From an optimization exercise on the open Yosys and OpenROAD flow, aimed at small area and a short achievable clock period; shortcuts taken in it are not production practice. In this exercise RTL edits were held to simulation tests only and were not proved equivalent to the original. Power figures rest on the tool's default switching activity, not on a simulated workload.

===== flow/design.v =====
`timescale 1ns/1ps
`default_nettype none
module lane_predecode (
    input  logic [32-1:0] insn,
    output logic             jal,
    output logic             jalr,
    output logic             cond_branch
);
    assign jal         = insn[6:0] == 7'b1101111;
    assign jalr        = insn[6:0] == 7'b1100111;
    assign cond_branch = (insn[6:0] == 7'b1100011) & (insn[14:13] != 2'b01);
endmodule
`default_nettype wire
`timescale 1ns/1ps
`default_nettype none
module sk_add #(
    parameter int W = 32
) (
    input  logic [W-1:0] a,
    input  logic [W-1:0] b,
    output logic [W-1:0] y
);
    localparam int L = $clog2(W);
    logic [W-1:0] p [0:L];
    logic [W-1:0] g [0:L];
    assign p[0] = a ^ b;
    assign g[0] = a & b;
    for (genvar l = 0; l < L; l++) begin : g_lvl
        for (genvar i = 0; i < W; i++) begin : g_bit
            if (((i >> l) & 1) == 1) begin : g_op
                localparam int J = ((i >> l) << l) - 1;
                assign g[l+1][i] = g[l][i] | (p[l][i] & g[l][J]);
                assign p[l+1][i] = p[l][i] & p[l][J];
            end else begin : g_pass
                assign g[l+1][i] = g[l][i];
                assign p[l+1][i] = p[l][i];
            end
        end
    end
    assign y = p[0] ^ {g[L][W-2:0], 1'b0};
endmodule
module sk_inc #(
    parameter int W = 32
) (
    input  logic [W-1:0] a,
    input  logic         ci,
    output logic [W-1:0] y
);
    localparam int L = $clog2(W);
    logic [W-1:0] c [0:L];
    assign c[0] = a;
    for (genvar l = 0; l < L; l++) begin : g_lvl
        for (genvar i = 0; i < W; i++) begin : g_bit
            if (((i >> l) & 1) == 1) begin : g_op
                localparam int J = ((i >> l) << l) - 1;
                assign c[l+1][i] = c[l][i] & c[l][J];
            end else begin : g_pass
                assign c[l+1][i] = c[l][i];
            end
        end
    end
    assign y = a ^ ({c[L][W-2:0], 1'b1} & {W{ci}});
endmodule
`default_nettype wire
`timescale 1ns/1ps
`default_nettype none
module insn_fetch (
    input  logic                          clock,
    input  logic                          reset,
    input  logic [2*64-1:0]      data_read,       
    input  logic [1:0]                    return_valid,
    input  logic [2:0]                    insn_taken,      
    input  logic                          resolve_valid,   
    input  logic [32-1:0]              resolve_target,
    output logic [4-1:0]       lane_valid,
    output logic [4*32-1:0] lane_insn,       
    output logic [4*32-1:0] lane_pc,
    output logic [4*32-1:0] lane_npc,
    output logic [4*32-1:0] lane_pred_pc,
    output logic [4-1:0]       lane_jal,
    output logic [4-1:0]       lane_jalr,
    output logic [4-1:0]       lane_branch,
    output logic [4*32-1:0] lane_target,
    output logic [32-1:0]              read_addr,
    output logic                          read_valid
);
    logic [32-1:1] pc_q;
    logic [32-1:0] pc;
    logic [32-1:0] npc;
    logic             stall;
    logic [1:0]       rv_q;           
    logic [3:0][31:0] word;
    assign pc = {pc_q, 1'b0};
    logic [32-1:4] pc_hi;
    logic [32-1:4] pc_hi_inc;
    logic [3:0][31:0] lpc;            
    logic [3:0][31:0] lnpc;           
    assign pc_hi     = pc[32-1:4];
    sk_inc #(.W(32-4)) pc_hi_inc_i (.a(pc_hi), .ci(1'b1), .y(pc_hi_inc));
    logic [2:0] c_m;                  
    assign c_m[0] = pc[3] & pc[2];
    assign c_m[1] = pc[3];
    assign c_m[2] = pc[3] | pc[2];
    assign lpc[0]  = pc;
    assign lpc[1]  = {c_m[0] ? pc_hi_inc : pc_hi, pc[3] ^ pc[2], ~pc[2], pc[1:0]};
    assign lpc[2]  = {c_m[1] ? pc_hi_inc : pc_hi, ~pc[3], pc[2], pc[1:0]};
    assign lpc[3]  = {c_m[2] ? pc_hi_inc : pc_hi, ~(pc[3] ^ pc[2]), ~pc[2], pc[1:0]};
    assign lnpc[0] = lpc[1];
    assign lnpc[1] = lpc[2];
    assign lnpc[2] = lpc[3];
    assign lnpc[3] = {pc_hi_inc, pc[3:0]};
    logic [3:0] jal, jalr, br, ctrl, nz;
    for (genvar k = 0; k < 4; k++) begin : g_lane
        lane_predecode lane_predecode_i (
            .insn        (word[k]),
            .jal         (jal[k]),
            .jalr        (jalr[k]),
            .cond_branch (br[k])
        );
        assign ctrl[k] = jal[k] | jalr[k] | br[k];
        assign nz[k]   = |word[k];
    end
    logic [21:1] immj_q;
    logic [31:0] tgt;
    logic [31:1] tgt_hi;
    sk_add #(.W(31)) tgt_add_i (
        .a ({pc[31:3], 1'b0, pc[1]}),
        .b ({{10{immj_q[21]}}, immj_q}),
        .y (tgt_hi)
    );
    assign tgt = {tgt_hi, 1'b0};
    for (genvar k = 0; k < 4; k++) begin : g_out
        assign lane_insn[32*k +: 32]    = word[k];
        assign lane_pc[32*k +: 32]      = lpc[k];
        assign lane_npc[32*k +: 32]     = lnpc[k];
        assign lane_target[32*k +: 32]  = tgt;
        assign lane_pred_pc[32*k +: 32] = ({32{jal[k]}} & tgt) | ({32{br[k]}} & lnpc[k]);
    end
    assign lane_jal    = jal;
    assign lane_jalr   = jalr;
    assign lane_branch = br;
    logic       go;
    logic [3:0] valid;
    assign go       = ~stall & ~resolve_valid;
    assign valid[0] = go & rv_q[0] & nz[0];
    assign valid[1] = valid[0] & ~ctrl[0] & nz[1] & (~pc[2] | rv_q[1]);
    assign valid[2] = valid[1] & ~ctrl[1] & nz[2] & rv_q[1];
    assign valid[3] = valid[2] & ~ctrl[2] & nz[3] & ~pc[2];
    assign lane_valid = valid;
    logic [3:0] last;                 
    assign last[0] = insn_taken == 3'd1;
    assign last[1] = insn_taken == 3'd2;
    assign last[2] = insn_taken == 3'd3;
    assign last[3] = insn_taken == 3'd4;
    logic hold_set;
    assign hold_set  = |(last & (jalr | br));
    logic [4:0]      itk;             
    logic [4:0]      k_t;             
    logic [4:0]      k_i;             
    logic [4:0][1:0] k_lo;            
    logic            sel_r, sel_t, sel_i, sel_p;
    logic [1:0]      seq_lo;
    for (genvar k = 0; k < 5; k++) begin : g_itk
        assign itk[k] = insn_taken == 3'(k);
    end
    assign k_t = {jal, 1'b0};
    assign k_i = {1'b1, c_m, 1'b0} & ~k_t;
    assign k_lo[0] = pc[3:2];
    assign k_lo[1] = {pc[3] ^ pc[2], ~pc[2]};
    assign k_lo[2] = {~pc[3], pc[2]};
    assign k_lo[3] = {~(pc[3] ^ pc[2]), ~pc[2]};
    assign k_lo[4] = pc[3:2];
    assign sel_r = resolve_valid;
    assign sel_t = ~resolve_valid & |(itk & k_t);
    assign sel_i = ~resolve_valid & |(itk & k_i);
    assign sel_p = ~resolve_valid & ~|(itk & (k_t | k_i));
    always_comb begin
        seq_lo = '0;
        for (int k = 0; k < 5; k++) seq_lo |= {2{itk[k]}} & k_lo[k];
    end
    assign npc[31:4] = ({28{sel_r}} & resolve_target[31:4]) | ({28{sel_t}} & tgt[31:4]) |
                       ({28{sel_i}} & pc_hi_inc) | ({28{sel_p}} & pc_hi);
    assign npc[3:2]  = ({2{sel_r}} & resolve_target[3:2]) | ({2{sel_t}} & tgt[3:2]) |
                       ({2{~sel_r & ~sel_t}} & seq_lo);
    assign npc[1:0]  = ({2{sel_r}} & resolve_target[1:0]) | ({2{sel_t}} & tgt[1:0]) |
                       ({2{~sel_r & ~sel_t}} & pc[1:0]);
    assign read_addr  = {npc[32-1:3], 3'b000};
    assign read_valid = ~stall;
    logic [3:0][31:0] raw;
    logic [3:0]       raw_ctrl;
    logic [3:1]       jsel;
    logic [31:0]      jword;
    logic [1:0]       jidx;
    logic [31:0]      jimm;
    logic [31:0]      imm0;
    logic [21:1]      immj1;
    logic [21:1]      immj_d;
    assign raw = data_read;
    for (genvar j = 0; j < 4; j++) begin : g_raw
        logic r_jal, r_jalr, r_br;
        lane_predecode raw_predecode_i (
            .insn        (raw[j]),
            .jal         (r_jal),
            .jalr        (r_jalr),
            .cond_branch (r_br)
        );
        assign raw_ctrl[j] = r_jal | r_jalr | r_br;
    end
    assign jsel[1] = raw_ctrl[1];
    assign jsel[2] = raw_ctrl[2] & ~raw_ctrl[1];
    assign jsel[3] = raw_ctrl[3] & ~raw_ctrl[2] & ~raw_ctrl[1];
    always_comb begin
        jword = '0;
        for (int j = 1; j < 4; j++) jword |= {32{jsel[j]}} & raw[j];
    end
    assign jidx = {jsel[3] | jsel[2], jsel[3] | jsel[1]};
    assign jimm = jword[3] ? {{12{jword[31]}}, jword[19:12], jword[20], jword[30:21], 1'b0}
                           : {{20{jword[31]}}, jword[7], jword[30:25], jword[11:8], 1'b0};
    assign imm0 = raw[0][3] ? {{12{raw[0][31]}}, raw[0][19:12], raw[0][20], raw[0][30:21], 1'b0}
                            : {{20{raw[0][31]}}, raw[0][7], raw[0][30:25], raw[0][11:8], 1'b0};
    logic [4:2] jlo;
    logic [21:4] jhi;
    assign jlo = {1'b0, jimm[3:2]} + {1'b0, jidx};
    sk_inc #(.W(18)) jhi_inc_i (.a(jimm[21:4]), .ci(jlo[4]), .y(jhi));
    assign immj1 = {jhi, jlo[3:2], jimm[1]};
    assign immj_d = (raw_ctrl[0] & ~npc[2]) ? imm0[21:1] : immj1;
    always_ff @(posedge clock) begin
        immj_q <= immj_d;
    end
    always_ff @(posedge clock) begin
        if (reset) begin
            pc_q  <= '0;
            stall <= 1'b0;
            rv_q  <= '0;
        end else begin
            pc_q  <= npc[32-1:1];
            stall <= resolve_valid ? 1'b0 : (stall | hold_set);
            rv_q  <= return_valid;
        end
    end
    always_ff @(posedge clock) begin
        word[0] <= npc[2] ? data_read[63:32]  : data_read[31:0];
        word[1] <= npc[2] ? data_read[95:64]  : data_read[63:32];
        word[2] <= npc[2] ? data_read[127:96] : data_read[95:64];
        word[3] <= data_read[127:96];
    end
endmodule
`default_nettype wire

===== flow/flow/run.sh =====
#!/bin/bash
# Standard ORFS layout, with plain buf_1 cells as the port buffers and a clock
# tree of clkbuf_8 cells. Each ORFS step writes its own log under orfs/logs/;
# make's output goes to make.log.
set -euo pipefail
cat >> config.mk <<'EOC'
export BUFFER_PORTS_ARGS = -buffer_cell sky130_fd_sc_hd__buf_1
export CTS_ARGS = -sink_clustering_enable -repair_clock_nets -sink_clustering_size 24 -sink_clustering_max_diameter 80 -buf_list sky130_fd_sc_hd__clkbuf_8 -dont_use_dummy_load
EOC
bash standard.sh > make.log 2>&1

===== flow/standard.sh =====
#!/bin/bash
# synth_recipe.tcl (not shown) runs the flow's synth.tcl, then flattens the netlist and writes it again
# the make line also repeats each setting of config.mk as NAME=value (left out here)
make -C /OpenROAD-flow-scripts/flow DESIGN_CONFIG=/design/flow/config.mk WORK_HOME=/design/flow/orfs CLKGATE_MAP_FILE= SYNTH_SCRIPT=/design/flow/synth_recipe.tcl "${@:-finish}"

===== flow/config.mk =====
export PLATFORM = sky130hd
export DESIGN_NAME = insn_fetch
export DESIGN_NICKNAME = insn_fetch
export VERILOG_FILES = /design/flow/design.v
export SDC_FILE = /design/flow/constraint.sdc
export NUM_CORES = 4
export LEC_CHECK = 0
export ABC_AREA = 0
export CAP_MARGIN = 20
export CORE_AREA = 3 3 497 81
export DIE_AREA = 0 0 500 84
export PLACE_DENSITY = 0.6
export SETUP_SLACK_MARGIN = 2.8
export SLEW_MARGIN = 20
export BUFFER_PORTS_ARGS = -buffer_cell sky130_fd_sc_hd__buf_1
export CTS_ARGS = -sink_clustering_enable -repair_clock_nets -sink_clustering_size 24 -sink_clustering_max_diameter 80 -buf_list sky130_fd_sc_hd__clkbuf_8 -dont_use_dummy_load

===== flow/constraint.sdc =====
create_clock -name core_clock -period 8.0 [get_ports {clock}]
set_input_delay 1.6000 -clock core_clock [delete_from_list [all_inputs] [get_ports {clock}]]
set_output_delay 1.6000 -clock core_clock [all_outputs]
set_load 0.01 [all_outputs]

==> results.cfg, run 1 <==
[status]
status = finished clean

[die]
die_h_um = 84
fp.coreArea_um2 = 36200
num_io_pins = 857
initial_core_util_pct = 39.7
die_w_um = 500
rows = 27
die_area_um2 = 42000

[detailed_routing]
drt.antenna.violating_nets = 0
via_per_inst = 5.76
drc = 0
detail_route.wl_per_cell_um = 27.9
wirelength_mm = 80.6
via_count = 16644
drt_pass1_iterations = 8
drt_iter0_markers = 2266

[timing]
timing.final.setup_violations = 0
rsz0062_at_grt = true
fin_setup_tns_ns = 0
layout_min_cycle_time_ns = 5.22
finalHoldViolCount = 0
skew_ns = 0.0407
fin_crit_sh_pct = 65.2
max_freq_ghz = 0.192
slew_viol_final = 0
maxSlewHeadroom_pct = 9.54
worst_pin_slew_ns = 1.34

[pwr]
vdd_drop_max_v = 0.000115
leakage_nw = 6.58
powerDensity_nw_per_um2 = 141

[clock_tree]
path_clk_slew_ns = 0.12
cts_root_buf = clkbuf_8
cts_sinks = 183
clkLatencyLatePin_ns = 0.54
cts_tree = yes
cts_buffers = 17
cts.path.max_buffers = 2
h-tree-depth = 4
holdBufCountCts = 0

[cells_and_area]
final_nets = 2596
area_growth_syn_to_layout_pct = 21.9
drive_above_1_share_pct = 16.0
diodes = 0
stdcell_area_um2 = 17500

[logic_synthesis]
ys_async_sr_fraction_pct = 0
synth_edf_count = 0
syn_inst = 1791
yosys-top-cells-area = dfxtp_1, buf_4, mux2_2
synthFlopType = dfxtp_1
synth.avg_cell_area_um2 = 8.04
post-synth-top-area-cell = dfxtp_1
netlist.area_leader.share_pct = 25.4
mappedNetlistArea_um2 = 14400
yosysWarningCount = 8
ys_seq_area_share_pct = 25.4
ys_types = 83
ys_ff_latch = 183

[setup_path]
crit_required_ns = 6.40
cp-end-kind = output pin
crit_fanout = 22
critPathLaunchType = flop
critPathKind = reg2out
critPathArrivalTime_ns = 3.62

[placed_design]
dpl-instance-area_um2 = 16200
gp_congestion = 1.02
hpwl_mm = 62.9
io_buffers = 836

[run]
drv_cap = 0

[global_routing]
antenna_found_initial = 3
grt_pass1_vias = 14820
gr-total-overflow = 0
grt_pass1_wl_mm = 110
grt_start_max_net_pins = 65
grt_usage_pct = 35.5

[hold_path]
hold_class = reg2reg
worst paths after layout:
path	to	slack, ns	depth (start not counted)	startpoint
worst min-delay path	stall	0.53	2	stall
worst max-delay path	lane_valid[3]	2.78	7	word[67]
worst min register to register	stall	0.53	2	stall
worst max register to register	immj_q[4]	3.58	9	word[102]
cell type report:
type | count | area [um2]
clock buffers | 17 | 234
flip-flops and latches | 183 | 3730
repair buffers | 917 | 3880
multi-input cells | 1184 | 8740
well taps | 507 | 634
inverters | 81 | 325
fillers | 3682 | 18700
state kept, by name, indices dropped and copies added (netlist names):
register and flops:
immj_q 21, pc_q 31, rv_q 2, stall 1, word 128
layout by cell type (no fill, tap or decap), types with 16 or more instances in the layout:
| master | n |
|---|---|
| buf_1 | 802 |
| nand2_1 | 181 |
| dfxtp_1 | 150 |
| mux2_2 | 110 |
| o21ai_0 | 105 |
| xnor2_1 | 73 |
| buf_4 | 73 |
| inv_1 | 71 |
| nor2_1 | 64 |
| nand3_1 | 39 |
| xor2_1 | 35 |
| ha_1 | 35 |
| a21oi_1 | 30 |
| and2_1 | 29 |
| nor4_1 | 29 |
| nor3_1 | 28 |
| o22ai_1 | 28 |
| nor2b_1 | 24 |
| dfxtp_2 | 23 |
| nand4_1 | 20 |
| nand2b_1 | 20 |
| o2bb2ai_1 | 20 |
| conb_1 | 19 |
| a22o_1 | 18 |
| buf_2 | 18 |
| clkbuf_8 | 17 |
| a31oi_1 | 16 |
layer usage:
layer	GRT usage [%]	vias up	wire length, um
li1	-	7211	-
met1	52.8	8255	36100
met2	47.6	1073	31600
met4	4.62	4	877
met3	14.1	101	11900
met5	1.29	-	89
worst max-delay path, stage by stage, from the launching register on:
cell and delay, ns:
dfxtp_1 0.39, nor3_1 0.72, nand3_1 0.56, clkinvlp_4 0.47, buf_4 0.40, nor3_1 0.10, and3_1 0.25, buf_1 0.15
through the flow:
stage,util [%],cells,setup WS [ns],hold WS [ns],total power [W]
floorplan,-,1809,2.65,0.536,0.00161
global placement,44.6,2816,1.70,0.499,0.00185
detailed placement,44.7,2817,1.76,0.509,0.00185
CTS,46.8,2853,2.74,0.523,0.00241
global route,48.4,2889,2.74,0.555,0.00255
finish,48.4,2889,2.78,0.529,0.00247
cells by family after synthesis:
kind of cell	share of synthesized area (%)
DFF	25.4
and+or+nand+nor	17.1
xor gates and xnor gates	7.42
AOI/OAI and AO/OA	18.5
other	0.0260
muxes	9.16
adders and majority gates	4.08
buffers and inverters	18.2
synth_stat cells (35+ instances only):
master    count
buf_4       254
dfxtp_1     183
nand2_1     182
o21ai_0     114
mux2_2      110
clkbuf_1     95
xnor2_1      83
inv_1        79
nor2_1       68
nand3_1      43
ha_1         39
xor2_1       39
a21oi_1      35
repair_timing:
| action | in CTS | in global routing |
|---|---|---|
| gates resized for setup | 119 | 87 |
| gates cloned | 0 | 3 |
| setup buffers | 19 | 33 |
| pin swaps | 17 | 31 |
| setup endpoints to repair | 214 | 164 |
power by group:
group | switching, W | total, W | internal (W)
Clock | 0.000365 | 0.000553 | 0.000189
Sequential | 0.0000987 | 0.00108 | 0.000983
Combinational | 0.000557 | 0.000840 | 0.000284
==> inputs of run 2 (changes only) <==
--- a/flow/config.mk
+++ b/flow/config.mk
@@ -6,11 +6,11 @@
 export NUM_CORES = 4
 export LEC_CHECK = 0
-export ABC_AREA = 0
-export CAP_MARGIN = 20
+export ABC_AREA = 1
+export CAP_MARGIN = 5
 export CORE_AREA = 3 3 497 81
 export DIE_AREA = 0 0 500 84
 export PLACE_DENSITY = 0.6
-export SETUP_SLACK_MARGIN = 2.8
-export SLEW_MARGIN = 20
+export SETUP_SLACK_MARGIN = 2.9
+export SLEW_MARGIN = 5
 export BUFFER_PORTS_ARGS = -buffer_cell sky130_fd_sc_hd__buf_1
 export CTS_ARGS = -sink_clustering_enable -repair_clock_nets -sink_clustering_size 24 -sink_clustering_max_diameter 80 -buf_list sky130_fd_sc_hd__clkbuf_8 -dont_use_dummy_load
==> run 2 against run 1 <==
Net effect:
- final cell count up 15%
- first-iteration DRC count up 11%
- wire length down 3.2%
- still clean
- global-route usage down 0.12 points
- critical path depth up 4
- largest cell class unchanged
==> results.cfg, run 2 <==
[status]
status = finished clean

[die]
num_io_pins = 857
fp.coreArea_um2 = 36200
die_w_um = 500
die_h_um = 84
die_area_um2 = 42000
initial_core_util_pct = 39.7
rows = 27

[timing]
fin_crit_sh_pct = 62.9
skew_ns = 0.0535
fin_setup_tns_ns = 0
maxSlewHeadroom_pct = 17.5
slew_viol_final = 0
rsz0062_at_grt = true
worst_pin_slew_ns = 1.24
timing.hold.ws_ns = 0.524
setup_ws_ns = 2.97
max_freq_ghz = 0.199
timing.final.setup_violations = 0
finalHoldViolCount = 0
layout_min_cycle_time_ns = 5.03

[clock_tree]
h-tree-depth = 4
cts_root_buf = clkbuf_8
cts_sinks = 183
cts.path.max_buffers = 2
path_clk_slew_ns = 0.10
cts_buffers = 17
holdBufCountCts = 0
cts_tree = yes
clkLatencyLatePin_ns = 0.55

[setup_path]
regToRegEndpoint = immj_q[21]
crit_required_ns = 6.40
critPathKind = reg2out
reg2reg_depth = 13
cp-end-kind = output pin
r2r_setup_slack_ns = 3.85
critPathArrivalTime_ns = 3.43
r2r_start = word[69]
crit_fanout = 9
critPathLaunchType = flop

[hold_path]
holdPathStages = 1
hold_class = reg2reg
hold_path_end = stall
hold_start = stall

[run]
drv_cap = 0

[detailed_routing]
detail_route.wl_per_cell_um = 23.5
drc = 0
drt_iter0_markers = 2511
wirelength_mm = 78.0
via_count = 18026
drt.antenna.violating_nets = 0
via_per_inst = 5.42
drt_pass1_iterations = 15

[global_routing]
gr-total-overflow = 0
grt_pass1_vias = 15734
grt_use_met3_pct = 14.3
grt_pass1_wl_mm = 110
busiest_layer = met1
grt_start_max_net_pins = 89
antenna_found_initial = 3
grt_usage_pct = 35.4
gr-usage-met1_pct = 51.4
grt.met2_usage_pct = 48.4

[logic_synthesis]
synthTopCellsByCount = nand2_1, buf_4, inv_1
synth.avg_cell_area_um2 = 6.38
ys_seq_area_share_pct = 25.4
yosys-top-cells-area = dfxtp_1, nand2_1, buf_4
synth.most_common_cell = nand2_1
synth_edf_count = 0
ys_types = 59
synthFlopType = dfxtp_1
post-synth-top-area-cell = dfxtp_1
ys_ff_latch = 183
yosysWarningCount = 8
mappedNetlistArea_um2 = 14400
netlist.area_leader.share_pct = 25.4
ys_async_sr_fraction_pct = 0
syn_inst = 2258

[cells_and_area]
stdcell_area_um2 = 16900
top_regs = word (128), pc_q (31), immj_q (21)
area_growth_syn_to_layout_pct = 17.2
filler_cell_count = 3951
final_cell_mix = buf_1, nand2_1, inv_1, o21ai_0, dfxtp_1
final_nets = 3029
largest_register_ffs = 128
mostFrequentLayoutCell = buf_1
drive_above_1_share_pct = 7.28
post-route-util_pct = 46.5
largest_register = word

[pwr]
leakage_nw = 7.43
powerDensity_nw_per_um2 = 147
vdd_drop_max_v = 0.000122

[placed_design]
io_buffers = 836
hpwl_mm = 62.5
dpl-instance-area_um2 = 16000
gp_congestion = 1.02
place_ws_ns = 1.74
[run 2: what timing repair did]
item                                    CTS  global route
pin swaps                                 6             5
buffers inserted                         10             8
resized for setup                        56            79
endpoints found under the setup margin  277           152
gates cloned                              1             0
[run 2: metrics by stage]
stage,power (W),std cells
2_1_floorplan,0.00163,2276
3_3_place_gp,0.00188,3286
3_5_place_dp,0.00189,3286
4_1_cts,0.00243,3314
5_1_grt,0.00258,3322
6_report,0.00247,3325
[run 2: cell families after synthesis]
| kind of cell | share of synthesized area [%] |
|---|---|
| xor gates and xnor gates | 1.09 |
| AOI/OAI and AO/OA | 16.8 |
| muxes | 0.0695 |
| other | 0.0260 |
| DFF | 25.4 |
| adders and majority gates | 4.08 |
| and+or+nand+nor | 29.4 |
| buffers and inverters | 23.1 |
[run 2: critical path, stage by stage (launching register included)]
cell and delay (ns):
dfxtp_4 0.40, ha_1 0.37, a21oi_1 0.19, inv_1 0.10, a21oi_2 0.19, o21bai_2 0.14, a21oi_2 0.20, nand2_4 0.13
fa_2 0.60, inv_1 0.13, o22ai_2 0.23, clkbuf_2 0.21
[run 2: power breakdown]
part	internal (W)	total, W	leakage [nW]	switching (W)
sequential	0.000991	0.00108	1.54	0.0000914
combinational	0.000231	0.000845	5.77	0.000614
clock	0.000188	0.000547	0.122	0.000359
[run 2: area by class of cell]
type                            count  area, um2  area share [%]
Antenna cell                        3       7.51          0.0445
Inverter                          254        978            5.80
Tap cell                          507        634            3.76
Timing Repair Buffer              869       3430            20.4
Clock buffer                       17        234            1.39
Sequential cell                   183       3690            21.9
Multi-Input combinational cell   1492       7890            46.8
[run 2: how the worst max path moves through the flow]
stage | from | depth (start not counted) | endpoint
final | pc_q[10] | 11 | lane_pred_pc[113]
after global routing | insn_taken[2] | 11 | read_addr[5]
after CTS | pc_q[4] | 13 | lane_pred_pc[27]
after detailed placement | insn_taken[0] | 11 | read_addr[27]
after global placement | insn_taken[0] | 11 | read_addr[27]
after floorplan | resolve_valid | 10 | read_addr[8]
[run 2: layer usage]
layer	vias up	wire, um
li1	8157	-
met1	8617	34200
met2	1154	31400
met3	94	11300
met4	4	1030
met5	-	149
==> inputs of run 3 (changes only) <==
==> flow/flow/run.sh (replaced) <==
#!/bin/bash
# Standard ORFS layout with: plain buf_1 port buffers, a clkbuf_8 clock tree,
# and an area-oriented ABC mapping script (flow/abc_area.script) in place of
# ORFS's own. Each ORFS step writes its own log under orfs/logs/; make's
# output goes to make.log.
set -euo pipefail
cp -r "$FLOW_HOME/scripts" scripts
cp flow/abc_area.script scripts/abc_area.script
cat >> config.mk <<'EOC'
export BUFFER_PORTS_ARGS = -buffer_cell sky130_fd_sc_hd__buf_1
export CTS_ARGS = -sink_clustering_enable -repair_clock_nets -sink_clustering_size 24 -sink_clustering_max_diameter 80 -buf_list sky130_fd_sc_hd__clkbuf_8 -dont_use_dummy_load
EOC
bash standard.sh SCRIPTS_DIR="$PWD/scripts" finish > make.log 2>&1
==> flow/flow/abc_area.script (new file) <==
strash
&get -n
&fraig -x
&put
scorr
dc2
strash
&get -n
&dch -f
&nf
&put
--- a/flow/config.mk
+++ b/flow/config.mk
@@ -7,10 +7,10 @@
 export LEC_CHECK = 0
 export ABC_AREA = 1
-export CAP_MARGIN = 5
+export CAP_MARGIN = 20
 export CORE_AREA = 3 3 497 81
 export DIE_AREA = 0 0 500 84
 export PLACE_DENSITY = 0.6
 export SETUP_SLACK_MARGIN = 2.9
-export SLEW_MARGIN = 5
+export SLEW_MARGIN = 20
 export BUFFER_PORTS_ARGS = -buffer_cell sky130_fd_sc_hd__buf_1
 export CTS_ARGS = -sink_clustering_enable -repair_clock_nets -sink_clustering_size 24 -sink_clustering_max_diameter 80 -buf_list sky130_fd_sc_hd__clkbuf_8 -dont_use_dummy_load
==> run 3 against run 2 <==
Net effect:
- setup slack worse by 1.7 ns
- final cell count down 14%
- maximum frequency down 25%
- non-clock buffer count up 237
- still clean
- clock power up 17%
- largest cell class unchanged
- clock skew up 0.0032 ns
- global-route usage down 2.0 points
- flip-flop and latch count unchanged
- die area unchanged
- critical endpoint is now lane_pred_pc[95]
- first-iteration DRC count down 1.8%
- worst hold slack better by 0.19 ns
==> results.cfg, run 3 <==
[setup_path]
critPathLaunchType = flop
r2r_start = pc_q[1]
max_stage_delay_ns = 0.36
regToRegEndpoint = pc_q[10]
slowest_stage = dfxtp_4
critPathArrivalTime_ns = 5.09
path_common_cell = a21oi_2
r2r_setup_slack_ns = 2.80
crit_required_ns = 6.40
critPathKind = reg2out
crit_fanout = 5
reg2reg_depth = 36
cp-end-kind = output pin

[cells_and_area]
top_regs = word (128), pc_q (31), immj_q (21)
mostFrequentLayoutCell = buf_1
final_cell_mix = buf_1, buf_6, dfxtp_1, buf_4, mux2_1
final_cells = 2875
largest_register_ffs = 128
final_nets = 2578
drive_above_1_share_pct = 34.9
largest_register = word
area_growth_syn_to_layout_pct = 65.6
filler_cell_count = 3064

[die]
num_io_pins = 857
die_w_um = 500
die_area_um2 = 42000
rows = 27
die_h_um = 84
fp.coreArea_um2 = 36200
initial_core_util_pct = 34.6

[global_routing]
grt_pass1_vias = 14458
antenna_found_initial = 10
gr-total-overflow = 0
grt_usage_pct = 33.4
grt_pass1_wl_mm = 104
grt_start_max_net_pins = 76

[hold_path]
hold_path_end = pc_q[1]
holdPathStages = 3
hold_start = pc_q[1]
hold_class = reg2reg

[detailed_routing]
via_per_inst = 5.70
detail_route.wl_per_cell_um = 27.6
drt_iter0_markers = 2466
drt_pass1_iterations = 6
via_count = 16399
wirelength_mm = 79.2
drt.antenna.violating_nets = 0
drc = 0

[clock_tree]
cts_buffers = 25
cts_sinks = 183
clkLatencyLatePin_ns = 0.55
holdBufCountCts = 0
cts.path.max_buffers = 3
cts_tree = yes
h-tree-depth = 4
cts_root_buf = clkbuf_8
path_clk_slew_ns = 0.10

[placed_design]
dp_cells = 2593
gp_congestion = 1.04
hpwl_mm = 56.7
io_buffers = 836

[run]
drv_cap = 0

[timing]
slew_viol_final = 0
layout_min_cycle_time_ns = 6.69
skew_ns = 0.0567
maxSlewHeadroom_pct = 29.2
max_freq_ghz = 0.150
timing.final.setup_violations = 0
rsz0062_at_grt = true
fin_setup_tns_ns = 0
finalHoldViolCount = 0
fin_crit_sh_pct = 83.6
worst_pin_slew_ns = 1.05

[pwr]
p_int_w = 0.00174
power_switching_share_pct = 39.4
seqPwrFrac_pct = 37.4
switchingPower_w = 0.00113
powerDensity_nw_per_um2 = 139
pwr-share-comb_pct = 40.4
leakage_nw = 8.50
vdd_drop_max_v = 0.000102
p_clk_share_pct = 22.2

[logic_synthesis]
ys_seq_area_share_pct = 29.2
syn_inst = 1467
mappedNetlistArea_um2 = 12500
synth.avg_cell_area_um2 = 8.55
post-synth-top-area-cell = dfxtp_1
ys_ff_latch = 183
yosysWarningCount = 8
synth_edf_count = 0
ys_async_sr_fraction_pct = 0
yosys-top-cells-area = dfxtp_1, buf_4, mux2_1
synthTopCellsByCount = buf_4, dfxtp_1, nand2_1
netlist.area_leader.share_pct = 29.2
synthFlopType = dfxtp_1
ys_types = 55
synth.most_common_cell = buf_4

[status]
status = finished clean
run 3: cell count changes after synthesis, sizes merged, moves of 39 or more:
cell and change:
nand2 -574, mux2 +103, clkinv +89, a222oi +39
inv -250, a22o +80, clkbuf -56, o21ai -194
nand3 -73
run 3: power groups by stage:
stage	Combinational (W)	Clock (W)	Sequential [W]
finish	0.00116	0.000639	0.00108
global route	0.00120	0.000679	0.00108
CTS	0.000955	0.000636	0.00107
detailed placement	0.000786	0	0.00109
global placement	0.000781	0	0.00108
floorplan	0.000535	0	0.00109
run 3: cell families (layout without fill, tap and decap cells):
family          Yosys count  after routing  share of synthesized area [%]
compound gates          375            376                           20.9
xor+xnor                 59             60                           4.12
fa+ha+maj                44             44                           4.69
buf+inv                 347           1224                           18.0
flops                   183            183                           29.2
mux                     113            113                           10.1
other cells               1             23                         0.0299
simple gates            345            345                           13.0
run 3: worst max path at each step:
stage                        startpoint          endpoint  slack, ns  depth (start not counted)
after floorplan                 pc_q[3]  lane_pred_pc[30]       2.04                         24
after global placement    data_read[77]        immj_q[20]       1.35                         23
after detailed placement  data_read[77]        immj_q[20]       1.29                         23
after CTS                       pc_q[1]  lane_pred_pc[31]       1.32                         27
after global routing            pc_q[1]  lane_pred_pc[63]       1.14                         27
final                           pc_q[1]  lane_pred_pc[95]       1.31                         27
run 3: per-layer routing:
metal	wire length [um]	part of all wire (%)	GRT usage (%)
met1	32500	41	46.4
met2	33700	43	47.5
met3	11300	14	14.5
met4	1630	2.1	5.83
met5	55	0.069	0
run 3: layout make-up:
class                      instances  area, um2  share of cell area, %
inverter                          93        433                   2.09
sequential                       183       3680                   17.7
clock buffer                      25        344                   1.66
timing repair buffer            1106       7060                   34.0
antenna                            4       10.0                 0.0482
multi-input combinational        957       8590                   41.4
tap                              507        634                   3.06
run 3: stage by stage:
step                utilization (%)  hold slack, ns  power [W]  setup WS (ns)  instance area (um2)
floorplan                         -           0.635    0.00163           2.04                13100
global placement               41.6           0.622    0.00187           1.35                15100
detailed placement             41.7           0.637    0.00187           1.29                15100
CTS                            50.5           0.723    0.00266           1.32                18300
global route                   57.2           0.793    0.00296           1.14                20700
finish                         57.3           0.719    0.00288           1.31                20800
run 3: timing repair:
item	in CTS	in global routing
cloned	4	2
setup endpoints to repair	287	323
pin swaps	104	93
setup buffers	159	88
gates resized for setup	436	523
run 3: worst max-delay path, delay by kind of cell (launching register included):
| family | cells | cell delay (ns) |
|---|---|---|
| compound gates | 21 | 3.38 |
| fa+ha+maj | 2 | 0.31 |
| buf+inv | 2 | 0.33 |
| flops | 1 | 0.36 |
| simple gates | 2 | 0.16 |
==> inputs of run 4 (changes only) <==
==> flow/flow/abc_area.script (replaced) <==
strash
dch
map -B 0.9
topo
==> run 4 against run 3 <==
Net effect:
- largest cell class unchanged
- via count up 9.9%
- clock skew fell by 0.018 ns
- final cell count up 16%
- combinational power decreased by 28%
- clock power up 0.8%
- setup slack improved by 1.6 ns
- critical endpoint is now immj_q[17]
- sequential power about the same
==> results.cfg, run 4 <==
[status]
status = finished clean

[placed_design]
place_ws_ns = 1.72
gp_congestion = 1.00
io_buffers = 836
dp_cells = 3297
hpwl_mm = 58.7
dpl-instance-area_um2 = 15900

[die]
die_h_um = 84
initial_core_util_pct = 37.8
rows = 27
fp.coreArea_um2 = 36200
num_io_pins = 857
die_area_um2 = 42000
die_w_um = 500

[logic_synthesis]
yosys-top-cells-area = dfxtp_1, nand2_1, buf_4
synthAdderAreaFrac_pct = 4.29
synth.most_common_cell = nand2_1
synthSimpleGateAreaFrac_pct = 29.5
ys_ff_latch = 183
yosysWarningCount = 8
synth_top_family_by_area = simple AND/OR/NAND/NOR gates
synthFlopType = dfxtp_1
synth_edf_count = 0
synth_compound_area_share_pct = 17.5
syn_inst = 2164
ys_seq_area_share_pct = 26.7
synthTopCellsByCount = nand2_1, o21ai_0, buf_4, clkinv_1, dfxtp_1
ys_types = 35
post-synth-top-area-cell = dfxtp_1
synth.avg_cell_area_um2 = 6.34
synth_xor_area_share_pct = 1.09
ys_async_sr_fraction_pct = 0
netlist.area_leader.share_pct = 26.7
mappedNetlistArea_um2 = 13700
synth.mux.area_fraction_pct = 0.0730

[pwr]
leakage_nw = 6.50
vdd_drop_max_v = 0.000116
power_switching_share_pct = 41.2
p_clk_share_pct = 25.2
seqPwrFrac_pct = 42.3
powerDensity_nw_per_um2 = 152
pwr-share-comb_pct = 32.6
switchingPower_w = 0.00105
p_int_w = 0.00150

[clock_tree]
cts_buffers = 25
cts.path.max_buffers = 3
holdBufCountCts = 0
cts_root_buf = clkbuf_8
cts_sinks = 183
cts_tree = yes
path_clk_slew_ns = 0.08
clkLatencyLatePin_ns = 0.57
h-tree-depth = 4

[timing]
worst_pin_slew_ns = 1.11
finalHoldViolCount = 0
fin_crit_sh_pct = 63.4
fin_setup_tns_ns = 0
timing.final.setup_violations = 0
rsz0062_at_grt = true
skew_ns = 0.0385
setup_ws_ns = 2.93
maxSlewHeadroom_pct = 26.1
slew_viol_final = 0
max_freq_ghz = 0.197
layout_min_cycle_time_ns = 5.07

[detailed_routing]
drt_pass1_iterations = 7
drc = 0
wirelength_mm = 74.4
drt.antenna.violating_nets = 0
detail_route.wl_per_cell_um = 22.3
via_count = 18023
drt_iter0_markers = 2235
via_per_inst = 5.40

[setup_path]
r2r_start = word[70]
worstPathCellList = buf_1 > nand3_1 > nor2_1 > nand2_4 > buf_4 > nand3_1 > nand3_1 > buf_4 > o21ai_0 > ha_1 > clkinv_1 > fa_1 > nor2_1 > nand3_2 > nor2_4 > nand3_1 > nand2_1 > nand2_1 > nand2_1 > nand2_1
reg2reg_depth = 15
slowest_stage = fa_1
critPathArrivalTime_ns = 5.43
r2r_setup_slack_ns = 4.34
cp-end-kind = flop
crit_end = immj_q[17]
critPathLaunchType = primary input
critPathKind = in2reg
regToRegEndpoint = immj_q[17]
crit_fanout = 15
crit_start = data_read[33]
max_stage_delay_ns = 0.45
crit_required_ns = 8.35

[global_routing]
antenna_found_initial = 2
grt_usage_pct = 33.3
grt_start_max_net_pins = 106
grt_pass1_wl_mm = 105
grt_pass1_vias = 15737
gr-total-overflow = 0

[hold_path]
hold_class = reg2reg

[run]
drv_cap = 0

[cells_and_area]
stdcell_area_um2 = 16800
largest_register = word
top_regs = word (128), pc_q (31), immj_q (21)
final_cells = 3339
final_cell_mix = buf_1, nand2_1, clkinv_1, o21ai_0, dfxtp_1
mostFrequentLayoutCell = buf_1
drive_above_1_share_pct = 6.57
area_growth_syn_to_layout_pct = 22.6
largest_register_ffs = 128
filler_cell_count = 3944
final_nets = 3045
## run 4: changes by cell type in the layout (fill, tap and decap cells not counted), sizes merged, moves of 34 or more
cell    delta
a22o      -80
a222oi    -39
mux2     -103
clkinv   +171
nand2    +574
buf      -176
clkbuf    -50
a21oi     -34
o21ai    +194
nand3     +73
## run 4: layout make-up
| class | instances | area [um2] | area share [%] |
|---|---|---|---|
| diodes | 1 | 2.50 | 0.0149 |
| flip-flops and latches | 183 | 3700 | 22.0 |
| inverters | 254 | 1000 | 5.96 |
| well taps | 507 | 634 | 3.77 |
| clock buffers | 25 | 344 | 2.05 |
| multi-input cells | 1491 | 7610 | 45.2 |
| repair buffers | 878 | 3530 | 21.0 |
## run 4: what timing repair did
item,CTS,global route
setup endpoints to repair,256,207
resized for setup,47,89
buffers inserted,5,11
pin swaps,5,10
## run 4: worst min path at each step
| stage | cells past startpoint | startpoint | slack (ns) | to |
|---|---|---|---|---|
| final | 1 | stall | 0.55 | stall |
| after global routing | 1 | stall | 0.56 | stall |
| after CTS | 1 | stall | 0.54 | stall |
| after detailed placement | 1 | stall | 0.52 | stall |
| after global placement | 1 | stall | 0.52 | stall |
| after floorplan | 1 | stall | 0.50 | stall |
## run 4: power by group through the flow
stage               Clock [W]  Combinational, W  Sequential (W)
floorplan                   0          0.000516         0.00110
global placement            0          0.000773         0.00109
detailed placement          0          0.000780         0.00110
CTS                  0.000646          0.000797         0.00107
global route         0.000680          0.000894         0.00109
finish               0.000644          0.000833         0.00108
## run 4: stage by stage
| stage | util (%) | power [W] | hold slack [ns] |
|---|---|---|---|
| after global placement | 43.9 | 0.00187 | 0.516 |
| after CTS | 45.5 | 0.00252 | 0.541 |
| final | 46.4 | 0.00256 | 0.545 |
| after detailed placement | 43.9 | 0.00188 | 0.522 |
| after floorplan | - | 0.00162 | 0.502 |
| after global routing | 46.4 | 0.00266 | 0.556 |
## run 4: per-layer routing
metal | routed length, um | vias to the layer above | part of all wire (%) | GRT usage (%)
met5 | 13 | - | 0.017 | 0
met4 | 1010 | 2 | 1.4 | 5.24
met3 | 10400 | 103 | 14 | 13.7
met2 | 30400 | 1076 | 41 | 47.0
met1 | 32500 | 8613 | 44 | 47.2
li1 | - | 8229 | - | -
## run 4: critical path, delay by kind of cell
kind / cells / cell delay, ns
and+or+nand+nor: 13 / 2.14
buffers and inverters: 4 / 0.82
adders and majority gates: 2 / 0.65
AOI/OAI and AO/OA: 1 / 0.19
## run 4: cell families after synthesis
family	count (synthesis)
AOI/OAI and AO/OA	427
xor gates and xnor gates	17
adders and majority gates	44
buffers and inverters	508
DFF	183
muxes	1
other	1
and+or+nand+nor	983
==> inputs of run 5 (changes only) <==
--- a/flow/config.mk
+++ b/flow/config.mk
@@ -11,5 +11,5 @@
 export DIE_AREA = 0 0 500 84
 export PLACE_DENSITY = 0.6
-export SETUP_SLACK_MARGIN = 2.9
+export SETUP_SLACK_MARGIN = 3.0
 export SLEW_MARGIN = 20
 export BUFFER_PORTS_ARGS = -buffer_cell sky130_fd_sc_hd__buf_1
==> run 5 against run 4 <==
Net effect:
- final cell count is 0.51% higher
- critical path depth is 9 lower
- sequential share of layout area is 0.34 points lower
- critical path type is now in2out
- largest power group unchanged
- design area is 1.8% higher
- largest cell class unchanged
- clock power is 15% lower
- total power is 2.4% lower
==> results.cfg, run 5 <==
[clock_tree]
holdBufCountCts = 0
cts_buffers = 17
cts.path.max_buffers = 2
clkLatencyLatePin_ns = 0.53
cts_root_buf = clkbuf_8
cts_sinks = 183
h-tree-depth = 4
cts_tree = yes
path_clk_slew_ns = 0.12

[setup_path]
critPathLaunchType = primary input
r2r_start = word[3]
crit_end = read_addr[22]
worstPathCellList = clkbuf_2 > clkinv_2 > nand3_2 > nor3_4 > buf_6 > nand2_8 > buf_4 > o22ai_1 > a21oi_1 > nand2_1 > buf_1
reg2reg_depth = 14
r2r_setup_slack_ns = 4.09
critical-path-top-delay-family = buffers and inverters
max_stage_delay_ns = 0.25
slowest_stage = o22ai_1
crit_start = resolve_valid
cp-end-kind = output pin
cp.depth = 11
crit_buf_inv = 5
regToRegEndpoint = immj_q[13]
critPathArrivalTime_ns = 3.42
crit_fanout = 6
crit_required_ns = 6.40
critPathKind = in2out

[logic_synthesis]
synth_edf_count = 0
synthFlopType = dfxtp_1
synth.avg_cell_area_um2 = 6.34
ys_seq_area_share_pct = 26.7
ys_ff_latch = 183
synth.most_common_cell = nand2_1
yosysWarningCount = 8
yosys-top-cells-area = dfxtp_1, nand2_1, buf_4
netlist.area_leader.share_pct = 26.7
synthTopCellsByCount = nand2_1, o21ai_0, buf_4, clkinv_1, dfxtp_1
syn_inst = 2164
ys_async_sr_fraction_pct = 0
post-synth-top-area-cell = dfxtp_1
ys_types = 35
mappedNetlistArea_um2 = 13700

[run]
drv_cap = 0

[global_routing]
antenna_found_initial = 4
gr-total-overflow = 0
grt_pass1_wl_mm = 109
grt_start_max_net_pins = 102
grt_pass1_vias = 15906
grt_usage_pct = 34.7

[cells_and_area]
mostFrequentLayoutCell = buf_1
final_cell_mix = buf_1, nand2_1, clkinv_1, o21ai_0, dfxtp_1
top_regs = word (128), pc_q (31), immj_q (21)
filler_cell_count = 3865
largest_register_ffs = 128
final_nets = 3060
area_growth_syn_to_layout_pct = 24.9
stdcell_area_um2 = 17100
drive_above_1_share_pct = 9.00
largest_register = word

[die]
die_h_um = 84
die_area_um2 = 42000
initial_core_util_pct = 37.8
die_w_um = 500
rows = 27
num_io_pins = 857
fp.coreArea_um2 = 36200

[pwr]
seqPwrFrac_pct = 43.4
p_clk_share_pct = 22.0
p_total_w = 0.00250
pwr-share-comb_pct = 34.6
leakage_nw = 6.68
powerDensity_nw_per_um2 = 146
p_int_w = 0.00143
switchingPower_w = 0.00107
vdd_drop_max_v = 0.000107
power_switching_share_pct = 42.9

[timing]
skew_ns = 0.0510
maxSlewHeadroom_pct = 23.7
max_freq_ghz = 0.199
worst_pin_slew_ns = 1.14
fin_crit_sh_pct = 62.7
slew_viol_final = 0
timing.final.setup_violations = 0
rsz0062_at_grt = true
fin_setup_tns_ns = 0
layout_min_cycle_time_ns = 5.02
finalHoldViolCount = 0

[detailed_routing]
drc = 0
drt_iter0_markers = 2473
drt.antenna.violating_nets = 0
wirelength_mm = 76.7
detail_route.wl_per_cell_um = 22.9
via_per_inst = 5.40
via_count = 18111
drt_pass1_iterations = 6

[placed_design]
hpwl_mm = 60.4
io_buffers = 836
dpl-instance-area_um2 = 15900
gp_congestion = 1.02

[hold_path]
hold_class = reg2reg

[status]
status = finished clean
==> run 5: power groups by stage <==
stage	logic, W	clock network, W	registers (W)
finish	0.000864	0.000550	0.00108
global route	0.000925	0.000582	0.00109
CTS	0.000811	0.000546	0.00108
detailed placement	0.000784	0	0.00110
global placement	0.000783	0	0.00110
floorplan	0.000516	0	0.00110
==> run 5: logic make-up (layout without fill, tap and decap cells) <==
kind of cell               Yosys count  count (layout)  synth area share, %
muxes                                1               1               0.0730
DFF                                183             183                 26.7
AOI/OAI and AO/OA                  427             427                 17.5
xor gates and xnor gates            17              17                 1.09
adders and majority gates           44              44                 4.29
buffers and inverters              508            1172                 20.8
and+or+nand+nor                    983             983                 29.5
other                                1              22               0.0273
==> run 5: worst min-delay path by stage <==
stage | from | to | cells past startpoint
after CTS | stall | stall | 1
after global placement | stall | stall | 1
after global routing | stall | stall | 1
after floorplan | stall | stall | 1
after detailed placement | stall | stall | 1
final | stall | stall | 1
==> run 5: cell type report <==
type	instances	area [um2]	area share, %
clock buffer	17	234	1.37
timing repair buffer	901	3710	21.6
inverter	254	1030	6.03
sequential	183	3710	21.6
antenna	3	7.51	0.0438
multi-input combinational	1491	7810	45.6
tap	507	634	3.70
==> run 5: metrics by stage <==
stage / util [%] / worst slack (ns) / hold WS, ns / cells
floorplan: - / 3.03 / 0.502 / 2182
global route: 47.3 / 2.87 / 0.577 / 3356
finish: 47.3 / 2.98 / 0.559 / 3356
global placement: 43.9 / 1.68 / 0.518 / 3298
detailed placement: 43.9 / 1.59 / 0.520 / 3298
CTS: 45.7 / 2.97 / 0.546 / 3331
==> run 5: layer usage <==
layer  track usage [%]  share of wire (%)  up-vias  routed length (um)
li1                  -                  -     8252                   -
met1              49.9                 45     8770               34500
met2              47.3                 40      994               31000
met3              14.9                 14       91               10400
met4              5.34                1.1        4                 830
met5                 0              0.035        -                  27
==> run 5: timing repair <==
action	CTS	global route
pin swaps	9	8
endpoints found under the hold margin	0	0
resized for setup	78	135
setup buffers	16	22
cloned	0	0
setup endpoints to repair	276	246
==> inputs of run 6 (changes only) <==
--- a/flow/config.mk
+++ b/flow/config.mk
@@ -11,5 +11,5 @@
 export DIE_AREA = 0 0 500 84
 export PLACE_DENSITY = 0.6
-export SETUP_SLACK_MARGIN = 3.0
+export SETUP_SLACK_MARGIN = 2.8
 export SLEW_MARGIN = 20
 export BUFFER_PORTS_ARGS = -buffer_cell sky130_fd_sc_hd__buf_1
==> run 6 against run 5 <==
Net effect:
- still clean on timing, DRC and antenna
- register-to-register slack got worse by 0.61 ns
- largest power group unchanged
- total power down 1.3%
- critical endpoint is now lane_pred_pc[13]
- highest routed layer is now met4
- worst hold slack got worse by 0.0086 ns
- combinational power shrank 3.6%
- sequential share of layout area up 0.56 points
- clock power down 0.7%
- via count is 0.37% lower
- utilization shrank 1.4 points
- clock-buffer cell count is the same
==> results.cfg, run 6 <==
[timing]
fin_crit_sh_pct = 63.7
timing.final.setup_violations = 0
rsz0062_at_grt = true
fin_setup_tns_ns = 0
finalHoldViolCount = 0
slew_viol_final = 0
max_freq_ghz = 0.196
layout_min_cycle_time_ns = 5.10
worst_pin_slew_ns = 0.992
skew_ns = 0.0426
maxSlewHeadroom_pct = 33.2

[clock_tree]
cts_tree = yes
cts_buffers = 17
path_clk_slew_ns = 0.12
holdBufCountCts = 0
h-tree-depth = 4
clkLatencyLatePin_ns = 0.55
cts_root_buf = clkbuf_8
cts.path.max_buffers = 2
cts_sinks = 183

[logic_synthesis]
yosys-top-cells-area = dfxtp_1, nand2_1, buf_4
synthAdderAreaFrac_pct = 4.29
synth.avg_cell_area_um2 = 6.34
synth.most_common_cell = nand2_1
synth_edf_count = 0
netlist.area_leader.share_pct = 26.7
mappedNetlistArea_um2 = 13700
yosysWarningCount = 8
synthFlopType = dfxtp_1
ys_async_sr_fraction_pct = 0
synthTopCellsByCount = nand2_1, o21ai_0, buf_4, clkinv_1, dfxtp_1
ys_seq_area_share_pct = 26.7
synth.mux.area_fraction_pct = 0.0730
syn_inst = 2164
synth_xor_area_share_pct = 1.09
synth_top_family_by_area = simple AND/OR/NAND/NOR gates
ys_types = 35
ys_ff_latch = 183
synthSimpleGateAreaFrac_pct = 29.5
post-synth-top-area-cell = dfxtp_1
synth_compound_area_share_pct = 17.5

[setup_path]
regToRegEndpoint = immj_q[20]
reg2reg_depth = 13
critPathKind = reg2out
cp-end-kind = output pin
crit_start = pc_q[4]
r2r_start = word[98]
crit_fanout = 8
r2r_setup_slack_ns = 3.48
crit_required_ns = 6.40
critPathLaunchType = flop
critPathArrivalTime_ns = 3.50

[die]
fp.coreArea_um2 = 36200
die_area_um2 = 42000
die_w_um = 500
initial_core_util_pct = 37.8
num_io_pins = 857
rows = 27
die_h_um = 84

[cells_and_area]
stdcell_area_um2 = 16600
top_regs = word (128), pc_q (31), immj_q (21)
area_growth_syn_to_layout_pct = 21.1
final_cell_mix = buf_1, nand2_1, clkinv_1, o21ai_0, dfxtp_1
mostFrequentLayoutCell = buf_1
largest_register_ffs = 128
drive_above_1_share_pct = 5.94
final_nets = 3042
largest_register = word

[detailed_routing]
drt_iter0_markers = 2782
drt.antenna.violating_nets = 0
via_per_inst = 5.41
wirelength_mm = 77.4
drt_pass1_iterations = 6
via_count = 18044
drc = 0
detail_route.wl_per_cell_um = 23.2

[global_routing]
grt_usage_pct = 34.8
grt_start_max_net_pins = 60
grt_pass1_wl_mm = 108
grt_pass1_vias = 15432
gr-total-overflow = 0
antenna_found_initial = 2

[run]
drv_cap = 0

[placed_design]
io_buffers = 836
hpwl_mm = 62.5
dpl-instance-area_um2 = 15900
gp_congestion = 1.02

[pwr]
leakage_nw = 6.44
vdd_drop_max_v = 0.000118
powerDensity_nw_per_um2 = 148

[hold_path]
hold_start = stall
hold_class = reg2reg
hold_path_end = stall
holdPathStages = 1

[status]
status = finished clean
## run 6: layout make-up
cell class	count	area (um2)
well taps	507	634
clock buffers	17	234
inverters	254	996
diodes	2	5.00
multi-input cells	1492	7510
fillers	3935	19600
flip-flops and latches	183	3690
repair buffers	882	3540
## run 6: cells by family after synthesis
logic type               count (synthesis)
AND/OR/NAND/NOR                        983
buffers and inverters                  508
AO/OA/AOI/OAI                          427
flip-flops                             183
adder cells (fa/ha/maj)                 44
XOR/XNOR                                17
other                                    1
multiplexers                             1
## run 6: worst max-delay path, stage by stage (launching register included)
cell and delay [ns]:
dfxtp_4 0.45, ha_1 0.20, nand3_1 0.14, nor2_2 0.22, nand3_2 0.19, clkinv_1 0.18, ha_1 0.18, or2_2 0.10
nand2_1 0.24, o21ai_1 0.58, nand2_1 0.09, o21ai_0 0.17, buf_1 0.20
## run 6: power breakdown
part           internal [W]  switching, W  leakage, nW
clock network      0.000188      0.000358        0.122
logic              0.000229      0.000604         4.79
registers          0.000991     0.0000928         1.54
## run 6: metrics by stage
stage | utilization (%) | instances | setup WS, ns | power (W) | hold slack [ns]
4_1_cts | 45.0 | 3323 | 2.72 | 0.00242 | 0.540
2_1_floorplan | - | 2182 | 2.86 | 0.00162 | 0.502
6_report | 45.8 | 3337 | 2.90 | 0.00246 | 0.550
3_3_place_gp | 44.0 | 3302 | 1.84 | 0.00188 | 0.516
5_1_grt | 45.8 | 3336 | 2.76 | 0.00256 | 0.547
3_5_place_dp | 44.0 | 3302 | 1.70 | 0.00189 | 0.519
## run 6: repair_timing
item                                    in CTS  in global routing
resized for setup                           47                 58
pin swaps                                    4                  6
gates cloned                                 0                  1
endpoints found under the setup margin     226                180
buffers inserted                             4                 11
## run 6: worst max-delay path by stage
stage,endpoint,slack (ns),depth (start not counted)
5_1_grt,lane_target[10],2.76,12
6_report,lane_pred_pc[13],2.90,12
3_3_place_gp,read_addr[7],1.84,11
4_1_cts,lane_pred_pc[45],2.72,12
3_5_place_dp,read_addr[24],1.70,11
2_1_floorplan,immj_q[19],2.86,19
## run 6: metal layers
metal / track usage (%) / share of wire [%] / up-vias
met3: 12.2 / 13 / 76
met5: 0 / 0 / -
met2: 46.6 / 39 / 1037
met1: 52.9 / 46 / 8717
li1: - / - / 8214
met4: 4.37 / 1.0 / 0
==> inputs of run 7 (changes only) <==
==> flow/flow/run.sh (replaced) <==
#!/bin/bash
# Standard ORFS layout, with plain buf_1 cells as the port buffers and a clock
# tree of clkbuf_8 cells. Each ORFS step writes its own log under orfs/logs/;
# make's output goes to make.log.
set -euo pipefail
cat >> config.mk <<'EOC'
export BUFFER_PORTS_ARGS = -buffer_cell sky130_fd_sc_hd__buf_1
export CTS_ARGS = -sink_clustering_enable -repair_clock_nets -sink_clustering_size 24 -sink_clustering_max_diameter 80 -buf_list sky130_fd_sc_hd__clkbuf_8 -dont_use_dummy_load
EOC
echo "export POST_FLOORPLAN_TCL = $PWD/flow/restruct.tcl" >> config.mk
bash standard.sh > make.log 2>&1
==> flow/flow/restruct.tcl (new file) <==
# Resynthesize the deep logic cones of the slowest paths for delay
restructure -target timing -slack_threshold 3.3 -depth_threshold 3 \
  -liberty_file [lindex $::env(LIB_FILES) 0] \
  -tielo_port sky130_fd_sc_hd__conb_1/LO -tiehi_port sky130_fd_sc_hd__conb_1/HI \
  -work_dir $::env(OBJECTS_DIR)/rmp -abc_logfile $::env(LOG_DIR)/rmp_abc.log
--- a/flow/config.mk
+++ b/flow/config.mk
@@ -11,6 +11,7 @@
 export DIE_AREA = 0 0 500 84
 export PLACE_DENSITY = 0.6
-export SETUP_SLACK_MARGIN = 2.8
+export SETUP_SLACK_MARGIN = 2.9
 export SLEW_MARGIN = 20
 export BUFFER_PORTS_ARGS = -buffer_cell sky130_fd_sc_hd__buf_1
 export CTS_ARGS = -sink_clustering_enable -repair_clock_nets -sink_clustering_size 24 -sink_clustering_max_diameter 80 -buf_list sky130_fd_sc_hd__clkbuf_8 -dont_use_dummy_load
+export POST_FLOORPLAN_TCL = /design/flow/flow/restruct.tcl
removed: flow/flow/abc_area.script
==> run 7 against run 6 <==
Net effect:
- the flow now stops in 2_1_floorplan
- synthesized area is 5.0% higher
- synthesized cell count up 4.3%
==> results.cfg, run 7 <==
[die]
die_h_um = 84
die_w_um = 500
rows = 27
initial_core_util_pct = 39.7

[logic_synthesis]
ys_ff_latch = 183
mappedNetlistArea_um2 = 14400
ys_seq_area_share_pct = 25.4
ys_async_sr_fraction_pct = 0
yosysWarningCount = 8
syn_inst = 2258
synth.avg_cell_area_um2 = 6.38
synth_edf_count = 0
synthTopCellsByCount = nand2_1, buf_4, inv_1
ys_types = 59
synthFlopType = dfxtp_1
post-synth-top-area-cell = dfxtp_1
synth.most_common_cell = nand2_1
yosys-top-cells-area = dfxtp_1, nand2_1, buf_4
netlist.area_leader.share_pct = 25.4

[status]
lastStage = 2_1_floorplan
error_line = [ERROR RMP-0003] Cannot open file /design/flow/orfs/objects/sky130hd/insn_fetch/base/rmp/insn_fetch0ord_abc_script.tcl for writing.
status = did not finish
run 7: kinds of logic after synthesis:
| group | count (synthesis) | synth area share (%) |
|---|---|---|
| simple gates | 983 | 29.4 |
| flops | 183 | 25.4 |
| buf+inv | 602 | 23.1 |
| fa+ha+maj | 44 | 4.08 |
| other cells | 1 | 0.0260 |
| xor+xnor | 17 | 1.09 |
| compound gates | 427 | 16.8 |
| mux | 1 | 0.0695 |
==> inputs of run 8 (changes only) <==
==> flow/flow/restruct.tcl (replaced) <==
# Resynthesize the logic for area
restructure -target area \
  -liberty_file [lindex $::env(LIB_FILES) 0] \
  -tielo_port sky130_fd_sc_hd__conb_1/LO -tiehi_port sky130_fd_sc_hd__conb_1/HI \
  -work_dir $::env(OBJECTS_DIR)/rmp -abc_logfile $::env(LOG_DIR)/rmp_abc.log
==> run 8 against run 7 <==
Net effect:
- the run again fails in 2_1_floorplan
- synthesized cell count unchanged
- synthesized area unchanged
==> results.cfg, run 8 <==
[status]
error_line = [ERROR RMP-0003] Cannot open file /design/flow/orfs/objects/sky130hd/insn_fetch/base/rmp/insn_fetch0ord_abc_script.tcl for writing.
lastStage = 2_1_floorplan
status = did not finish

[logic_synthesis]
ys_ff_latch = 183
ys_seq_area_share_pct = 25.4
post-synth-top-area-cell = dfxtp_1
yosysWarningCount = 8
synth.most_common_cell = nand2_1
synth_edf_count = 0
yosys-top-cells-area = dfxtp_1, nand2_1, buf_4
netlist.area_leader.share_pct = 25.4
synthFlopType = dfxtp_1
ys_async_sr_fraction_pct = 0
mappedNetlistArea_um2 = 14400
ys_types = 59
synthTopCellsByCount = nand2_1, buf_4, inv_1
synth.avg_cell_area_um2 = 6.38
syn_inst = 2258

[die]
rows = 27
die_h_um = 84
die_w_um = 500
initial_core_util_pct = 39.7
run 8: kinds of logic after synthesis:
kind of cell	count (synthesis)	share of synthesized area [%]
flip-flops	183	25.4
multiplexers	1	0.0695
XOR/XNOR	17	1.09
AO/OA/AOI/OAI	427	16.8
other	1	0.0260
buffers and inverters	602	23.1
AND/OR/NAND/NOR	983	29.4
adder cells (fa/ha/maj)	44	4.08
==> inputs of run 9 (changes only) <==
==> flow/flow/restruct.tcl (replaced) <==
# Resynthesize the deep logic cones of the slowest paths for delay
file mkdir $::env(OBJECTS_DIR)/rmp
restructure -target timing -slack_threshold 4.2 -depth_threshold 3 \
  -liberty_file [lindex $::env(LIB_FILES) 0] \
  -tielo_port sky130_fd_sc_hd__conb_1/LO -tiehi_port sky130_fd_sc_hd__conb_1/HI \
  -work_dir $::env(OBJECTS_DIR)/rmp -abc_logfile $::env(LOG_DIR)/rmp_abc.log
==> run 9 against run 8 <==
Net effect:
- the run now finishes clean
- synthesized cell count stayed put
- synthesized area unchanged
==> results.cfg, run 9 <==
[global_routing]
gr-total-overflow = 0
grt_usage_pct = 35.2
grt_pass1_wl_mm = 109
grt_start_max_net_pins = 89
antenna_found_initial = 1
grt_pass1_vias = 15575

[pwr]
p_total_w = 0.00247
switchingPower_w = 0.00106
pwr-share-comb_pct = 34.2
powerDensity_nw_per_um2 = 146
p_int_w = 0.00141
leakage_nw = 7.46
vdd_drop_max_v = 0.000123
power_switching_share_pct = 42.9
p_clk_share_pct = 22.0
seqPwrFrac_pct = 43.8

[placed_design]
gp_congestion = 1.02
io_buffers = 836
hpwl_mm = 62.6

[logic_synthesis]
ys_seq_area_share_pct = 25.4
synthSimpleGateAreaFrac_pct = 29.4
synth_top_family_by_area = simple AND/OR/NAND/NOR gates
yosysWarningCount = 8
yosys-top-cells-area = dfxtp_1, nand2_1, buf_4
ys_async_sr_fraction_pct = 0
syn_inst = 2258
post-synth-top-area-cell = dfxtp_1
synth.avg_cell_area_um2 = 6.38
ys_ff_latch = 183
synth.most_common_cell = nand2_1
synth.mux.area_fraction_pct = 0.0695
synthFlopType = dfxtp_1
synth_compound_area_share_pct = 16.8
ys_types = 59
synth_edf_count = 0
mappedNetlistArea_um2 = 14400
netlist.area_leader.share_pct = 25.4
synth_xor_area_share_pct = 1.09
synthAdderAreaFrac_pct = 4.08
synthTopCellsByCount = nand2_1, buf_4, inv_1

[timing]
worst_pin_slew_ns = 1.00
maxSlewHeadroom_pct = 32.6
max_freq_ghz = 0.199
slew_viol_final = 0
layout_min_cycle_time_ns = 5.02
timing.final.setup_violations = 0
skew_ns = 0.0439
rsz0062_at_grt = true
fin_setup_tns_ns = 0
fin_crit_sh_pct = 62.8
finalHoldViolCount = 0

[setup_path]
cp-end-kind = output pin
crit_fanout = 10
r2r_start = word[69]
critPathArrivalTime_ns = 3.42
regToRegEndpoint = immj_q[21]
crit_required_ns = 6.40
crit_start = pc_q[1]
r2r_setup_slack_ns = 3.92
crit_end = lane_pred_pc[113]
critPathKind = reg2out
reg2reg_depth = 13
critPathLaunchType = flop

[clock_tree]
cts_sinks = 183
clkLatencyLatePin_ns = 0.52
cts_buffers = 17
holdBufCountCts = 0
path_clk_slew_ns = 0.11
h-tree-depth = 4
cts.path.max_buffers = 2
cts_tree = yes
cts_root_buf = clkbuf_8

[detailed_routing]
wirelength_mm = 78.5
drt_iter0_markers = 2426
via_per_inst = 5.44
detail_route.wl_per_cell_um = 23.6
drt_pass1_iterations = 7
drc = 0
drt.antenna.violating_nets = 0
via_count = 18107

[die]
num_io_pins = 857
rows = 27
die_h_um = 84
initial_core_util_pct = 39.7
fp.coreArea_um2 = 36200
die_w_um = 500
die_area_um2 = 42000

[run]
drv_cap = 0

[status]
status = finished clean

[cells_and_area]
final_cell_mix = buf_1, nand2_1, inv_1, o21ai_0, dfxtp_1
area_growth_syn_to_layout_pct = 17.1
top_regs = word (128), pc_q (31), immj_q (21)
largest_register_ffs = 128
largest_register = word
mostFrequentLayoutCell = buf_1
final_nets = 3034
drive_above_1_share_pct = 6.99

[hold_path]
hold_class = reg2reg
## run 9: cell counts after synthesis
Identical to the previous run, type by type.
## run 9: layout make-up
cell class,count,area (um2)
tap,507,634
sequential,183,3680
timing repair buffer,873,3490
multi-input combinational,1493,7840
fill,3999,19400
inverter,254,975
clock buffer,17,234
antenna,3,7.51
## run 9: timing repair
| item | in CTS | in global routing |
|---|---|---|
| cloned | 1 | 1 |
| pin swaps | 5 | 8 |
| endpoints found under the hold margin | 0 | 0 |
| setup endpoints to repair | 259 | 147 |
| buffers inserted | 8 | 13 |
| resized for setup | 52 | 59 |
## run 9: power by group through the flow
stage          Clock, W  Combinational, W  Sequential [W]
3_3_place_gp          0          0.000787         0.00110
4_1_cts        0.000542          0.000808         0.00108
2_1_floorplan         0          0.000534         0.00110
6_report       0.000542          0.000845         0.00108
5_1_grt        0.000579          0.000904         0.00109
3_5_place_dp          0          0.000791         0.00110
## run 9: per-layer routing
metal  vias up  share of wire, %  GRT usage, %
met4         2               1.1          4.78
li1       8177                 -             -
met2      1146                40          48.3
met1      8696                44          50.9
met3        86                15          15.1
met5         -              0.13             0
## run 9: worst max-delay path, cell delays in order (launching register included)
cell      delay (ns)
dfxtp_2         0.39
ha_1            0.21
ha_1            0.21
inv_1           0.10
nor2_1          0.08
a211oi_4        0.33
o31ai_4         0.12
nand3_2         0.17
nand2_4         0.15
fa_2            0.57
inv_1           0.10
o22ai_1         0.27
clkbuf_2        0.19
## run 9: cell families after synthesis
logic type | after synthesis
flip-flops | 183
XOR/XNOR | 17
buffers and inverters | 602
other | 1
AND/OR/NAND/NOR | 983
adder cells (fa/ha/maj) | 44
AO/OA/AOI/OAI | 427
multiplexers | 1
## run 9: worst min-delay path by stage
stage,from,cells after the start,end
after global routing,stall,1,stall
after global placement,stall,1,stall
final,stall,1,stall
after floorplan,stall,1,stall
after detailed placement,stall,1,stall
after CTS,stall,1,stall
## run 9: metrics by stage
| stage | instance area [um2] | std cells | util (%) | hold slack [ns] | worst slack (ns) |
|---|---|---|---|---|---|
| final | 16900 | 3330 | 46.5 | 0.545 | 2.98 |
| after global routing | 16900 | 3330 | 46.5 | 0.564 | 2.84 |
| after CTS | 16500 | 3313 | 45.6 | 0.531 | 2.78 |
| after detailed placement | 16000 | 3287 | 44.2 | 0.509 | 1.74 |
| after global placement | 16000 | 3286 | 44.2 | 0.500 | 1.82 |
| after floorplan | 14500 | 2276 | - | 0.484 | 3.43 |

## what the ideal ports hide
The results above use ideal ports. As a check the final layouts listed here were re-extracted and re-timed, cells and wires unchanged. Step 1 (the two cells are an assumption about what drives the block):
set clk [get_ports {clock}]
set_driving_cell -lib_cell sky130_fd_sc_hd__clkbuf_16 $clk
set_driving_cell -lib_cell sky130_fd_sc_hd__buf_2 [delete_from_list [all_inputs] $clk]
Step 2 moves the port delays by t, midway between the first and last clock arrival at a register: inputs arrive t later, outputs are due t later. That takes back most of the time a late clock gives input paths. Slacks: ideal / step 1 / step 2; pairs: ideal / step 1.
run	t, ns	slack for setup (ns)	slew at the worst register clock pin (ns)
run 1	0.564	2.783 / 2.743 / 2.270	0.12 / 0.12
run 2	0.600	2.969 / 2.894 / 2.444	0.12 / 0.12
run 3	0.562	1.315 / 1.274 / 1.685	0.12 / 0.12
run 4	0.607	2.927 / 2.914 / 2.351	0.12 / 0.12
run 5	0.579	2.982 / 2.922 / 2.541	0.12 / 0.12
run 6	0.595	2.905 / 2.833 / 2.369	0.12 / 0.12
run 9	0.577	2.975 / 2.901 / 2.447	0.12 / 0.12
After both steps setup and hold are still met in every run listed. For run 4, which loses most, drivers alone change the setup slack by -0.013 ns; drivers and shift together by -0.576 ns.
